Context: an optimization exercise on an open-source flow, tuned for a short achievable clock period and few clock cycles. The choices shown serve that exercise and are no tape-out recipe. Function was checked by simulation only, so behaviour that the tests miss may differ from the original. Power is estimated from default activity; no workload was simulated.

File: flow/config.mk
export PLATFORM = sky130hd
export DESIGN_NAME = pipelined_cpu
export DESIGN_NICKNAME = pipelined_cpu
export VERILOG_FILES = /design/flow/design.v
export SDC_FILE = /design/flow/constraint.sdc
export NUM_CORES = 8
export LEC_CHECK = 0
export ABC_CLOCK_PERIOD_IN_PS = 3000
export CAP_MARGIN = 20
export CORE_MARGIN = 2
export CORE_UTILIZATION = 45
export SETUP_SLACK_MARGIN = 4.5
export SLEW_MARGIN = 20
export TNS_END_PERCENT = 100
File: flow/constraint.sdc
create_clock -name core_clock -period 8.0 [get_ports {clk}]
set_input_delay 1.6000 -clock core_clock [delete_from_list [all_inputs] [get_ports {clk}]]
set_output_delay 1.6000 -clock core_clock [all_outputs]
set_load 0.01 [all_outputs]
File: flow/design.v
package cpu_pkg;
    localparam int DATA_W = 32;
    localparam int ADDR_W = 32;
    localparam int REG_AW = 5;
    localparam int PC_W   = 6;      
    localparam logic [5:0] OP_RTYPE = 6'h00;
    localparam logic [5:0] OP_ADDI  = 6'h08;
    localparam logic [5:0] OP_LW    = 6'h23;
    localparam logic [5:0] OP_SW    = 6'h2b;
    localparam logic [5:0] OP_BEQ   = 6'h04;
    localparam logic [5:0] OP_J     = 6'h02;
    localparam logic [5:0] FN_ADD = 6'h20;
    localparam logic [5:0] FN_SUB = 6'h22;
    localparam logic [5:0] FN_AND = 6'h24;
    localparam logic [5:0] FN_OR  = 6'h25;
    localparam logic [5:0] FN_SLT = 6'h2a;
    typedef enum logic [2:0] {
        ALU_ADD,
        ALU_SUB,
        ALU_AND,
        ALU_OR,
        ALU_SLT
    } alu_op_e;
endpackage
module fetch_stage #(
    parameter int IMEM_DEPTH = 64
) (
    input  logic                          clk,
    input  logic                          prog_we,
    input  logic [$clog2(IMEM_DEPTH)-1:0] prog_addr,
    input  logic [cpu_pkg::DATA_W-1:0]    prog_data,
    input  logic [IMEM_DEPTH-1:0]         sel,
    output logic [cpu_pkg::DATA_W-1:0]    rd0,
    output logic [cpu_pkg::DATA_W-1:0]    rd1,
    output logic [$clog2(IMEM_DEPTH)-1:0] next0,
    output logic                          pair0,
    output logic                          skip0,
    output logic                          skip1
);
    localparam int AW = $clog2(IMEM_DEPTH);
    logic [cpu_pkg::DATA_W-1:0] imem [IMEM_DEPTH];
    logic [AW-1:0]              t_next [IMEM_DEPTH];
    logic [IMEM_DEPTH-1:0]      t_pair, t_skip;
    always_ff @(posedge clk) begin
        if (prog_we) begin
            imem[prog_addr] <= prog_data;
        end
    end
    logic [IMEM_DEPTH-1:0] c_j, c_w, c_l, c_s, c_b;
    logic [4:0]            dest [IMEM_DEPTH];
    for (genvar i = 0; i < IMEM_DEPTH; i++) begin : g_cls
        logic [5:0] op;
        assign op     = imem[i][31:26];
        assign c_j[i] = op == cpu_pkg::OP_J;
        assign c_w[i] = op == cpu_pkg::OP_RTYPE || op == cpu_pkg::OP_ADDI || op == cpu_pkg::OP_LW;
        assign c_l[i] = op == cpu_pkg::OP_LW;
        assign c_s[i] = op == cpu_pkg::OP_SW;
        assign c_b[i] = op == cpu_pkg::OP_BEQ;
        assign dest[i] = (op == cpu_pkg::OP_RTYPE) ? imem[i][15:11] : imem[i][20:16];
    end
    for (genvar i = 0; i < IMEM_DEPTH; i++) begin : g_tbl
        localparam int I1 = (i + 1) % IMEM_DEPTH;
        localparam int I2 = (i + 2) % IMEM_DEPTH;
        logic          pair;
        logic [15:0]   off;
        assign pair = !c_j[i] && !c_j[I1] && !(c_w[i] && c_w[I1])
                      && !(c_s[i] && (c_l[I1] || c_s[I1])) && !(c_b[i] && c_b[I1])
                      && !(c_w[i] && c_s[I1] && dest[i] == imem[I1][25:21]);
        assign off  = imem[i][15:0];
        always_ff @(posedge clk) begin
            t_pair[i] <= pair;
            t_skip[i] <= (off == 16'd1 && !c_j[I1]) || (off == 16'd2 && !c_j[I1] && !c_j[I2]);
            if (c_j[i]) begin
                t_next[i] <= imem[i][AW-1:0];
            end else if (pair) begin
                t_next[i] <= c_j[I2] ? imem[I2][AW-1:0] : AW'(I2);
            end else begin
                t_next[i] <= c_j[I1] ? imem[I1][AW-1:0] : AW'(I1);
            end
        end
    end
    always_comb begin
        rd0   = '0;
        rd1   = '0;
        next0 = '0;
        pair0 = 1'b0;
        skip0 = 1'b0;
        skip1 = 1'b0;
        for (int i = 0; i < IMEM_DEPTH; i++) begin
            rd0   = rd0   | ({cpu_pkg::DATA_W{sel[i]}} & imem[i]);
            rd1   = rd1   | ({cpu_pkg::DATA_W{sel[i]}} & imem[(i + 1) % IMEM_DEPTH]);
            next0 = next0 | ({AW{sel[i]}} & t_next[i]);
            pair0 = pair0 | (sel[i] & t_pair[i]);
            skip0 = skip0 | (sel[i] & t_skip[i]);
            skip1 = skip1 | (sel[i] & t_skip[(i + 1) % IMEM_DEPTH]);
        end
    end
endmodule
module reg_file (
    input  logic                       clk,
    input  logic                       rst_n,
    input  logic [3:0][cpu_pkg::REG_AW-1:0] ra,
    input  logic                       wb_en,
    input  logic [cpu_pkg::REG_AW-1:0] wb_addr,
    input  logic [cpu_pkg::DATA_W-1:0] wb_data,
    output logic [3:0][cpu_pkg::DATA_W-1:0] rd,
    input  logic [cpu_pkg::REG_AW-1:0] ra_lo,       
    output logic [7:0]                 rd_lo
);
    logic [cpu_pkg::DATA_W-1:0] regs [32];
    logic [31:0]                valid;
    always_ff @(posedge clk or negedge rst_n) begin
        if (!rst_n) begin
            valid <= '0;
        end else if (wb_en) begin
            valid[wb_addr] <= 1'b1;
        end
    end
    always_ff @(posedge clk) begin
        if (wb_en) begin
            regs[wb_addr] <= wb_data;
        end
    end
    for (genvar p = 0; p < 4; p++) begin : g_rd
        assign rd[p] = (wb_en && wb_addr == ra[p]) ? wb_data
                     : (valid[ra[p]] ? regs[ra[p]] : '0);
    end
    assign rd_lo = (wb_en && wb_addr == ra_lo) ? wb_data[7:0]
                 : (valid[ra_lo] ? regs[ra_lo][7:0] : 8'd0);
endmodule
module decode_stage (
    input  logic [31:0]                w,
    output logic                       is_j,
    output logic                       wr,
    output logic                       is_lw,
    output logic                       is_sw,
    output logic                       is_br,
    output logic                       alu_imm,
    output cpu_pkg::alu_op_e           alu_op,
    output logic [cpu_pkg::REG_AW-1:0] rs,
    output logic [cpu_pkg::REG_AW-1:0] rt,
    output logic [cpu_pkg::REG_AW-1:0] dest
);
    logic [5:0] opcode, funct;
    logic       rtype_ok;
    assign opcode = w[31:26];
    assign funct  = w[5:0];
    assign rs     = w[25:21];
    assign rt     = w[20:16];
    always_comb begin
        rtype_ok = 1'b1;
        alu_op   = cpu_pkg::ALU_ADD;
        case (funct)
            cpu_pkg::FN_ADD: alu_op = cpu_pkg::ALU_ADD;
            cpu_pkg::FN_SUB: alu_op = cpu_pkg::ALU_SUB;
            cpu_pkg::FN_AND: alu_op = cpu_pkg::ALU_AND;
            cpu_pkg::FN_OR:  alu_op = cpu_pkg::ALU_OR;
            cpu_pkg::FN_SLT: alu_op = cpu_pkg::ALU_SLT;
            default:         rtype_ok = 1'b0;
        endcase
        if (opcode != cpu_pkg::OP_RTYPE) alu_op = cpu_pkg::ALU_ADD;
    end
    assign dest    = (opcode == cpu_pkg::OP_RTYPE) ? w[15:11] : w[20:16];
    assign is_j    = opcode == cpu_pkg::OP_J;
    assign is_lw   = opcode == cpu_pkg::OP_LW && dest != '0;
    assign is_sw   = opcode == cpu_pkg::OP_SW;
    assign is_br   = opcode == cpu_pkg::OP_BEQ && w[15:0] != '0;
    assign alu_imm = opcode != cpu_pkg::OP_RTYPE;
    assign wr      = dest != '0 && ((opcode == cpu_pkg::OP_RTYPE && rtype_ok)
                                    || opcode == cpu_pkg::OP_ADDI || opcode == cpu_pkg::OP_LW);
endmodule
module execute_stage (
    input  cpu_pkg::alu_op_e           op,
    input  logic [cpu_pkg::DATA_W-1:0] a,
    input  logic [cpu_pkg::DATA_W-1:0] b,
    output logic [cpu_pkg::DATA_W-1:0] y
);
    always_comb begin
        case (op)
            cpu_pkg::ALU_SUB: y = a - b;
            cpu_pkg::ALU_AND: y = a & b;
            cpu_pkg::ALU_OR:  y = a | b;
            cpu_pkg::ALU_SLT: y = {31'b0, $signed(a) < $signed(b)};
            default:          y = a + b;
        endcase
    end
endmodule
module sum_decode (
    input  logic [7:0]  a,
    input  logic [7:0]  b,
    output logic [63:0] hit
);
    logic       cin2;
    logic [7:0] x;
    assign cin2 = (a[1] & b[1]) | ((a[1] ^ b[1]) & a[0] & b[0]);
    assign x    = a ^ b;
    for (genvar k = 0; k < 64; k++) begin : g_hit
        localparam logic [7:0] K = 8'(k << 2);
        logic [7:0] need;       
        logic [6:2] gen;        
        assign need = x ^ K;
        for (genvar i = 2; i < 7; i++) begin : g_bit
            assign gen[i] = x[i] ? ~K[i] : a[i];
        end
        assign hit[k] = (need[2] == cin2) && (gen[6:2] == need[7:3]);
    end
endmodule
module memory_stage #(
    parameter int DMEM_DEPTH = 64
) (
    input  logic                       clk,
    input  logic                       rst_n,
    input  logic [DMEM_DEPTH-1:0]      rrow,
    output logic [cpu_pkg::DATA_W-1:0] rdata,
    input  logic [DMEM_DEPTH-1:0]      wrow,
    input  logic [cpu_pkg::DATA_W-1:0] wdata
);
    logic [cpu_pkg::DATA_W-1:0] dmem [DMEM_DEPTH];
    logic [DMEM_DEPTH-1:0]      valid;
    always_ff @(posedge clk or negedge rst_n) begin
        if (!rst_n) begin
            valid <= '0;
        end else begin
            valid <= valid | wrow;
        end
    end
    for (genvar k = 0; k < DMEM_DEPTH; k++) begin : g_row
        always_ff @(posedge clk) begin
            if (wrow[k]) begin
                dmem[k] <= wdata;
            end
        end
    end
    always_comb begin
        rdata = '0;
        for (int k = 0; k < DMEM_DEPTH; k++) begin
            rdata = rdata | ({cpu_pkg::DATA_W{rrow[k] & valid[k]}} & dmem[k]);
        end
    end
endmodule
module pipelined_cpu #(
    parameter int IMEM_DEPTH = 64,
    parameter int DMEM_DEPTH = 64
) (
    input  logic                          clk,
    input  logic                          rst_n,
    input  logic                          run,
    input  logic                          prog_we,
    input  logic [$clog2(IMEM_DEPTH)-1:0] prog_addr,
    input  logic [cpu_pkg::DATA_W-1:0]    prog_data,
    output logic [cpu_pkg::ADDR_W-1:0]    pc,
    output logic [cpu_pkg::DATA_W-1:0]    inst,
    output logic                          wb_en,
    output logic [cpu_pkg::REG_AW-1:0]    wb_addr,
    output logic [cpu_pkg::DATA_W-1:0]    wb_data
);
    logic          w_en;
    logic [cpu_pkg::REG_AW-1:0] w_addr;
    logic [cpu_pkg::DATA_W-1:0] w_data;
    localparam int PW = cpu_pkg::PC_W;
    localparam int DW = cpu_pkg::DATA_W;
    localparam int RW = cpu_pkg::REG_AW;
    logic w_taken, e_taken;                 
    logic [PW-1:0] w_br_tgt, e_bra_tgt, e_tgt;
    logic [PW-1:0] pc0;                     
    logic [IMEM_DEPTH-1:0] pc_oh;           
    logic [PW-1:0] pc_out;
    logic [DW-1:0] inst_out;
    logic [DW-1:0] wA, wB;
    logic [PW-1:0] f_next;
    logic          f_pair, f_skip0, f_skip1;
    logic          run_q;                   
    fetch_stage #(.IMEM_DEPTH(IMEM_DEPTH)) u_fetch (
        .clk, .prog_we, .prog_addr, .prog_data,
        .sel(pc_oh), .rd0(wA), .rd1(wB), .next0(f_next), .pair0(f_pair),
        .skip0(f_skip0), .skip1(f_skip1)
    );
    logic a_j;
    assign a_j = wA[31:26] == cpu_pkg::OP_J;
    always_ff @(posedge clk or negedge rst_n) begin
        if (!rst_n) begin
            run_q <= 1'b0;
        end else begin
            run_q <= run;
        end
    end
    function automatic logic [IMEM_DEPTH-1:0] onehot(input logic [PW-1:0] a);
        onehot = '0;
        onehot[a] = 1'b1;
    endfunction
    always_ff @(posedge clk) begin
        if (!run) begin
            pc_oh <= onehot(PW'(0));
        end else if (w_taken) begin
            pc_oh <= onehot(w_br_tgt);
        end else if (e_taken) begin
            pc_oh <= onehot(e_tgt);
        end else if (d_stall) begin
            pc_oh <= pc_oh;
        end else if (!run_q) begin
            pc_oh <= onehot(a_j ? wA[PW-1:0] : PW'(1));
        end else begin
            pc_oh <= onehot(f_next);
        end
    end
    always_ff @(posedge clk) begin
        if (!run) begin
            pc0 <= '0;
        end else if (w_taken) begin
            pc0 <= w_br_tgt;
        end else if (e_taken) begin
            pc0 <= e_tgt;
        end else if (d_stall) begin
            pc0 <= pc0;
        end else if (!run_q) begin
            pc0 <= a_j ? wA[PW-1:0] : PW'(1);
        end else begin
            pc0 <= f_next;
        end
    end
    always_ff @(posedge clk or negedge rst_n) begin
        if (!rst_n) begin
            pc_out <= '0;
        end else if (!run) begin
            pc_out <= '0;
        end else begin
            pc_out <= pc0;
        end
    end
    always_ff @(posedge clk) begin
        inst_out <= (prog_we && prog_addr == pc0) ? prog_data : wA;
    end
    assign pc   = {{(cpu_pkg::ADDR_W - PW - 2){1'b0}}, pc_out, 2'b00};
    assign inst = inst_out;
    logic          d_v, d_pair, d_askip, d_bskip;
    logic          d_stall;                 
    logic          d_xina, d_sina;          
    logic [DW-1:0] d_wA, d_wB;
    logic [PW-1:0] d_pc1;
    always_ff @(posedge clk or negedge rst_n) begin
        if (!rst_n) begin
            d_v <= 1'b0;
        end else begin
            d_v <= (d_stall ? d_v : run && !a_j) && !w_taken && !e_taken;
        end
    end
    always_ff @(posedge clk) begin
        if (!d_stall) begin
            d_wA    <= wA;
            d_wB    <= wB;
            d_pair  <= f_pair && run_q;
            d_pc1   <= pc0 + 1'b1;
            d_askip <= f_skip0 && run_q;
            d_bskip <= f_skip1;
            d_xina  <= wA[31:26] == cpu_pkg::OP_RTYPE || wA[31:26] == cpu_pkg::OP_ADDI
                       || wA[31:26] == cpu_pkg::OP_LW;
            d_sina  <= wA[31:26] == cpu_pkg::OP_SW;
        end
    end
    logic             a_wr, a_lw, a_sw, a_br, a_imm, a_jx;
    logic             b_wr, b_lw, b_sw, b_br, b_imm, b_jx;
    cpu_pkg::alu_op_e a_op, b_op;
    logic [RW-1:0]    a_rs, a_rt, a_dest, b_rs, b_rt, b_dest;
    decode_stage u_dec_a (.w(d_wA), .is_j(a_jx), .wr(a_wr), .is_lw(a_lw), .is_sw(a_sw),
                          .is_br(a_br), .alu_imm(a_imm), .alu_op(a_op), .rs(a_rs), .rt(a_rt),
                          .dest(a_dest));
    decode_stage u_dec_b (.w(d_wB), .is_j(b_jx), .wr(b_wr), .is_lw(b_lw), .is_sw(b_sw),
                          .is_br(b_br), .alu_imm(b_imm), .alu_op(b_op), .rs(b_rs), .rt(b_rt),
                          .dest(b_dest));
    logic a_skip, b_skip;
    assign a_skip = d_askip;
    assign b_skip = d_bskip;
    logic [3:0][RW-1:0] rf_ra;
    logic [3:0][DW-1:0] rf_rd;
    logic [7:0]         ld_base_d;
    assign rf_ra[0] = a_rs;
    assign rf_ra[1] = a_rt;
    assign rf_ra[2] = b_rs;
    assign rf_ra[3] = b_rt;
    reg_file u_reg_file (
        .clk, .rst_n, .ra(rf_ra), .wb_en(w_en), .wb_addr(w_addr), .wb_data(w_data), .rd(rf_rd),
        .ra_lo(x_rs), .rd_lo(ld_base_d)
    );
    logic          x_in_a, s_in_a;               
    logic [RW-1:0] x_rs, x_rt, s_rs, s_rt;
    logic [DW-1:0] x_imm;
    logic          x_use_imm;
    assign x_in_a    = d_xina;
    assign s_in_a    = d_sina;
    assign x_rs      = x_in_a ? a_rs : b_rs;
    assign x_rt      = x_in_a ? a_rt : b_rt;
    assign x_use_imm = x_in_a ? a_imm : b_imm;
    assign x_imm     = x_in_a ? {{16{d_wA[15]}}, d_wA[15:0]} : {{16{d_wB[15]}}, d_wB[15:0]};
    assign s_rs      = s_in_a ? a_rs : b_rs;
    assign s_rt      = s_in_a ? a_rt : b_rt;
    logic [DW-1:0] x_a_val, x_b_val, s_a_val, s_b_val;
    assign x_a_val = x_in_a ? rf_rd[0] : rf_rd[2];
    assign x_b_val = x_use_imm ? x_imm : (x_in_a ? rf_rd[1] : rf_rd[3]);
    assign s_a_val = s_in_a ? rf_rd[0] : rf_rd[2];
    assign s_b_val = s_in_a ? rf_rd[1] : rf_rd[3];
    logic                    e_v, e_pair;
    logic                    e_wr_v, e_wr_b, e_lw;
    cpu_pkg::alu_op_e        e_op;
    logic [RW-1:0]           e_dest;
    logic [DW-1:0]           e_xa, e_xb;
    logic                    e_fxa, e_fxb;
    logic                    e_st_v, e_st_b;
    logic [7:0]              e_st_off;
    logic [DW-1:0]           e_sa, e_sb;
    logic                    e_fsa, e_fsb;
    logic                    e_st_od;                
    logic                    e_bra_v, e_bra_skip;
    logic [1:0]              e_bra_k;
    logic [DW-1:0]           e_ba, e_bb;
    logic                    e_fba, e_fbb;
    logic                    e_brb_v, e_brb_oa, e_brb_ob, e_brb_skip;
    logic [1:0]              e_brb_k;
    logic [PW-1:0]           e_brb_tgt;
    logic                    e_brb_early;            
    logic [DW-1:0]           e_k;
    logic                    e_fk;
    logic [DW-1:0]           e_ca, e_cb;
    logic                    e_fca, e_fcb;
    logic                    wb_en_d;                
    logic d_ok;       
    assign d_ok = d_v && !w_taken && !e_taken && !d_stall;
    logic          x_lw, x_valid;
    logic          e_addlike;
    assign x_lw    = x_in_a ? a_lw : b_lw;
    assign x_valid = a_wr || (d_pair && b_wr);
    assign d_stall = d_v && x_valid && x_lw && e_wr_v && !e_addlike && e_dest == x_rs;
    function automatic logic fwd_match(input logic [RW-1:0] r, input logic [RW-1:0] d,
                                       input logic en);
        fwd_match = en && r == d;
    endfunction
    always_ff @(posedge clk or negedge rst_n) begin
        if (!rst_n) begin
            e_v     <= 1'b0;
            e_wr_v  <= 1'b0;
            e_st_v  <= 1'b0;
            e_bra_v <= 1'b0;
            e_brb_v <= 1'b0;
        end else begin
            e_v     <= d_ok;
            e_wr_v  <= d_ok && (a_wr || (d_pair && b_wr));
            e_st_v  <= d_ok && (a_sw || (d_pair && b_sw));
            e_bra_v <= d_ok && a_br;
            e_brb_v <= d_ok && d_pair && b_br;
        end
    end
    always_ff @(posedge clk) begin
        e_pair     <= d_pair;
        e_wr_b     <= !x_in_a;
        e_lw       <= x_lw;
        e_addlike  <= !x_lw && ((x_in_a ? a_op : b_op) == cpu_pkg::ALU_ADD
                                || (x_in_a ? a_op : b_op) == cpu_pkg::ALU_SUB);
        e_op       <= x_in_a ? a_op : b_op;
        e_dest     <= x_in_a ? a_dest : b_dest;
        e_xa       <= x_a_val;
        e_xb       <= x_b_val;
        e_fxa      <= fwd_match(x_rs, e_dest, wb_en_d);
        e_fxb      <= fwd_match(x_rt, e_dest, wb_en_d) && !x_use_imm;
        e_st_b     <= !s_in_a;
        e_st_off   <= s_in_a ? d_wA[7:0] : d_wB[7:0];
        e_sa       <= s_a_val;
        e_sb       <= s_b_val;
        e_fsa      <= fwd_match(s_rs, e_dest, wb_en_d);
        e_fsb      <= fwd_match(s_rt, e_dest, wb_en_d);
        e_st_od    <= !s_in_a && a_wr && a_dest == b_rt;
        e_bra_tgt  <= d_pc1 + d_wA[PW-1:0];
        e_bra_skip <= a_skip;
        e_bra_k    <= d_wA[1:0];
        e_ba       <= rf_rd[0];
        e_bb       <= rf_rd[1];
        e_fba      <= fwd_match(a_rs, e_dest, wb_en_d);
        e_fbb      <= fwd_match(a_rt, e_dest, wb_en_d);
        e_brb_tgt  <= d_pc1 + PW'(1) + d_wB[PW-1:0];
        e_brb_skip <= b_skip;
        e_brb_k    <= d_wB[1:0];
        e_ca       <= rf_rd[2];
        e_cb       <= rf_rd[3];
        e_fca      <= fwd_match(b_rs, e_dest, wb_en_d);
        e_fcb      <= fwd_match(b_rt, e_dest, wb_en_d);
        e_brb_oa   <= a_wr && a_dest == b_rs;
        e_brb_ob   <= a_wr && a_dest == b_rt;
        e_brb_early <= !b_skip && (!(a_wr && (a_dest == b_rs || a_dest == b_rt))
                                   || d_wA[31:26] == cpu_pkg::OP_ADDI);
        e_k        <= (a_dest == b_rs) ? rf_rd[3] : rf_rd[2];
        e_fk       <= (a_dest == b_rs) ? fwd_match(b_rt, e_dest, wb_en_d)
                                       : fwd_match(b_rs, e_dest, wb_en_d);
    end
    logic [DW-1:0] xa, xb, sa, sb, ba, bb, ca, cb;
    assign xa = e_fxa ? w_data : e_xa;
    assign xb = e_fxb ? w_data : e_xb;
    assign sa = e_fsa ? w_data : e_sa;
    assign sb = e_fsb ? w_data : e_sb;
    assign ba = e_fba ? w_data : e_ba;
    assign bb = e_fbb ? w_data : e_bb;
    assign ca = e_fca ? w_data : e_ca;
    assign cb = e_fcb ? w_data : e_cb;
    logic [DW-1:0] alu_y, ld_data, e_result;
    execute_stage u_alu (.op(e_op), .a(xa), .b(xb), .y(alu_y));
    logic [5:0]    ld_addr;
    logic [DW-1:0] dm_rdata;
    logic          w_st_v;
    logic [5:0]    w_st_addr;
    logic [63:0]   w_st_row, ld_row, st_row, st_wrow;
    logic [7:0]    st_sum;
    logic [DW-1:0] st_data;
    assign ld_addr = e_fxa ? e_addr_pre : e_addr_d;
    logic [7:0]  pre_b, pre_s, pre_c2, pre_sum;
    logic [6:0]  pre_c;
    logic [63:0] pre_row;
    logic [63:0] e_row_pre;
    logic [5:0]  e_addr_pre;
    logic        e_xsub;
    assign e_xsub  = e_op == cpu_pkg::ALU_SUB;
    assign pre_b   = e_xsub ? ~xb[7:0] : xb[7:0];
    assign pre_s   = xa[7:0] ^ pre_b ^ x_imm[7:0];
    assign pre_c   = (xa[6:0] & pre_b[6:0]) | (xa[6:0] & x_imm[6:0]) | (pre_b[6:0] & x_imm[6:0]);
    assign pre_c2  = {pre_c, e_xsub};
    assign pre_sum = pre_s + pre_c2;
    sum_decode u_pre_dec (.a(pre_s), .b(pre_c2), .hit(pre_row));
    logic [7:0]  ld_sum_d;
    logic [63:0] e_row_d;
    logic [5:0]  e_addr_d;
    assign ld_sum_d = ld_base_d + x_imm[7:0];
    always_ff @(posedge clk) begin
        e_row_pre  <= pre_row;
        e_addr_pre <= pre_sum[7:2];
        e_row_d    <= 64'd1 << ld_sum_d[7:2];
        e_addr_d   <= ld_sum_d[7:2];
    end
    assign ld_row = e_fxa ? e_row_pre : e_row_d;
    sum_decode u_st_dec (.a(sa[7:0]), .b(e_st_off), .hit(st_row));
    assign st_sum = sa[7:0] + e_st_off;
    memory_stage #(.DMEM_DEPTH(DMEM_DEPTH)) u_memory (
        .clk, .rst_n, .rrow(ld_row), .rdata(dm_rdata), .wrow(st_wrow), .wdata(st_data)
    );
    assign ld_data  = (w_st_v && w_st_addr == ld_addr) ? st_data : dm_rdata;
    assign e_result = e_lw ? ld_data : alu_y;
    logic       w_skip;
    logic [1:0] w_br_k, skip_cnt, n_kill;
    logic       kill_a, kill_b;
    assign n_kill = w_skip ? w_br_k : skip_cnt;
    assign kill_a = n_kill != 2'd0;
    logic e_res, e_skip, e_taken_a;
    assign e_res     = e_bra_v && !kill_a && !w_taken && ba == bb;
    assign e_taken_a = e_res && !e_bra_skip;
    assign e_skip    = e_res && e_bra_skip;
    assign kill_b    = n_kill[1] || e_res;
    logic          e_brb_done, e_taken_b, eq_b, add_eq;
    logic [DW-1:0] ae_b, ae_k, ae_x, ae_g;
    assign ae_b   = e_xb;                    
    assign ae_k   = e_fk ? w_data : e_k;
    assign ae_x   = xa ^ ae_b ^ ae_k;
    for (genvar i = 0; i < DW; i++) begin : g_addeq
        assign ae_g[i] = (xa[i] ^ ae_b[i]) ? ~ae_k[i] : xa[i];
    end
    assign add_eq = !ae_x[0] && ae_g[DW-2:0] == ae_x[DW-1:1];
    assign eq_b   = (e_brb_oa && e_brb_ob) ? 1'b1
                  : (e_brb_oa || e_brb_ob) ? add_eq : ca == cb;
    assign e_brb_done = e_brb_v && e_brb_early && !kill_a;
    assign e_taken_b  = e_brb_done && !w_taken && eq_b;
    assign e_taken = e_taken_a || e_taken_b;
    assign e_tgt   = e_taken_b ? e_brb_tgt : e_bra_tgt;
    assign wb_en_d = e_wr_v && !w_taken && !(e_wr_b ? kill_b : kill_a);
    logic [DW-1:0] w_st_data;
    logic          w_st_od;
    logic          w_br_v, w_br_oa, w_br_ob, w_br_skip;
    logic [DW-1:0] w_br_a, w_br_b;
    always_ff @(posedge clk or negedge rst_n) begin
        if (!rst_n) begin
            w_en    <= 1'b0;
            w_st_v   <= 1'b0;
            w_br_v   <= 1'b0;
            skip_cnt <= 2'd0;
        end else begin
            w_en  <= wb_en_d;
            w_st_v <= e_st_v && !w_taken && !(e_st_b ? kill_b : kill_a);
            w_br_v <= e_brb_v && !w_taken && !kill_b && !e_brb_done;
            if (!run || w_taken || e_taken) begin
                skip_cnt <= 2'd0;
            end else if (e_skip) begin
                skip_cnt <= e_bra_k - {1'b0, e_pair};
            end else if (!e_v || n_kill == 2'd0) begin
                skip_cnt <= n_kill;
            end else if (e_pair || n_kill == 2'd1) begin
                skip_cnt <= 2'd0;
            end else begin
                skip_cnt <= 2'd1;
            end
        end
    end
    always_ff @(posedge clk or negedge rst_n) begin
        if (!rst_n) begin
            wb_en <= 1'b0;
        end else begin
            wb_en <= wb_en_d && run;
        end
    end
    always_ff @(posedge clk) begin
        wb_addr <= e_wr_v ? e_dest : '0;
        wb_data <= e_wr_v ? e_result : '0;
    end
    always_ff @(posedge clk) begin
        w_addr   <= e_dest;
        w_data   <= e_result;
        w_st_row  <= st_row;
        w_st_addr <= st_sum[7:2];
        w_st_data <= sb;
        w_st_od   <= e_st_od && wb_en_d;
        w_br_a    <= ca;
        w_br_b    <= cb;
        w_br_oa   <= e_brb_oa && wb_en_d;
        w_br_ob   <= e_brb_ob && wb_en_d;
        w_br_tgt  <= e_brb_tgt;
        w_br_skip <= e_brb_skip;
        w_br_k    <= e_brb_k;
    end
    logic [DW-1:0] br_a, br_b;
    logic          w_eq;
    assign st_wrow = w_st_v ? w_st_row : '0;
    assign st_data = w_st_od ? w_data : w_st_data;
    assign br_a    = w_br_oa ? w_data : w_br_a;
    assign br_b    = w_br_ob ? w_data : w_br_b;
    assign w_eq    = br_a == br_b;
    assign w_taken = w_br_v && w_eq && !w_br_skip;
    assign w_skip  = w_br_v && w_eq && w_br_skip;
endmodule
File: flow/run.sh
#!/bin/bash
# synth_recipe.tcl (not shown) runs the flow's synth.tcl, then flattens the netlist and writes it again
# the make line also repeats each setting of config.mk as NAME=value (left out here)
make -C /OpenROAD-flow-scripts/flow DESIGN_CONFIG=/design/flow/config.mk WORK_HOME=/design/flow/orfs CLKGATE_MAP_FILE= SYNTH_SCRIPT=/design/flow/synth_recipe.tcl finish
==> summary.txt <==
## power by group through the flow
stage	Sequential (mW)	Clock (mW)	Combinational, mW
CTS	43.5	34.9	51.5
detailed placement	44.5	0	44.5
global placement	44.5	0	44.5
floorplan	41.9	0	25.6
## per-stage QoR
| step | hold WS (ns) | area (um^2) | util [%] | setup WS, ns |
|---|---|---|---|---|
| floorplan | 0.310 | 311000 | - | 2.95 |
| global placement | 0.313 | 332000 | 48.4 | 1.05 |
| detailed placement | 0.315 | 332000 | 48.5 | 1.11 |
| CTS | 0.327 | 381000 | 55.6 | 3.07 |
## logic make-up after synthesis
kind of cell | after synthesis | synth area share (%)
flops | 6652 | 60.0
compound gates | 5651 | 14.2
simple gates | 4775 | 7.76
mux | 2306 | 13.0
buf+inv | 1995 | 2.51
xor+xnor | 636 | 1.80
fa+ha+maj | 168 | 0.703
other cells | 1 | 0.00121
## worst min path at each step
stage,from,end,slack (ns),depth (start not counted)
floorplan,e_brb_k[0],w_br_k[0],0.31,0
global placement,e_brb_k[1],w_br_k[1],0.31,0
detailed placement,e_brb_k[0],w_br_k[0],0.32,0
CTS,d_askip,e_bra_skip,0.33,0
## repair_timing
item,CTS
pin swaps,792
gates cloned,69
endpoints found under the setup margin,2139
buffers inserted,998
resized for setup,3041
## per-layer routing
metal  overflow  global-route usage [%]
met1          2                    68.6
met2          0                    82.7
met3          0                    47.6
met4          0                    63.5
met5          0                    19.7
==> metrics.yaml <==
status: "stopped before the end"
seq_area_frac_synth_pct: 60.0
track_usage_pct: 65.9
synth_common_cells: "5,195 x edfxtp_1, 1,469 x a221oi_1, 1,462 x a22o_1, 1,342 x dfxtp_1, 1,335 x mux4_2"
synth_edf_count: 5195
cts_root_buf: "clkbuf_16"
synth_top_flop_cell: "edfxtp_1"
ys_types: 114
place_inst: 31300
cts_made_buffers: 718
lastStage: "global routing"
synth-seq-cells: 6652
syn_avg_cell_area_um2: 14.0
die_h_um: 833
io_pins: 144
cts_hold_buf: 0
synth_top_cell_area_share_pct: 50.4
grt_max_degree: 125
clock_path_buffers: 4
io_buffers: 117
syn_area_mm2: 0.309
die_w_um: 833
cts_max_level: 6
synth_largest_area_cell: "edfxtp_1"
fp-row-count: 304
synthTopCellsByArea: "edfxtp_1 50%, mux4_2 9.7%, dfxtp_1 8.7%"
detailed_place_hpwl_um: 1490000
firstError: "[ERROR GRT-0232] Routing congestion too high. Check the congestion heatmap in the GUI."
clock-sinks: 6652
gp_congestion: 1.23
yosys_warnings: 9
synthArstFlopShare_pct: 1.73
initial_core_util_pct: 45.2
synth_cells: 22200
synth_most_common_cell: "edfxtp_1"
grt_overflow: 2
Testbench counts, summed over its fixed seeds: cycles 9,882.
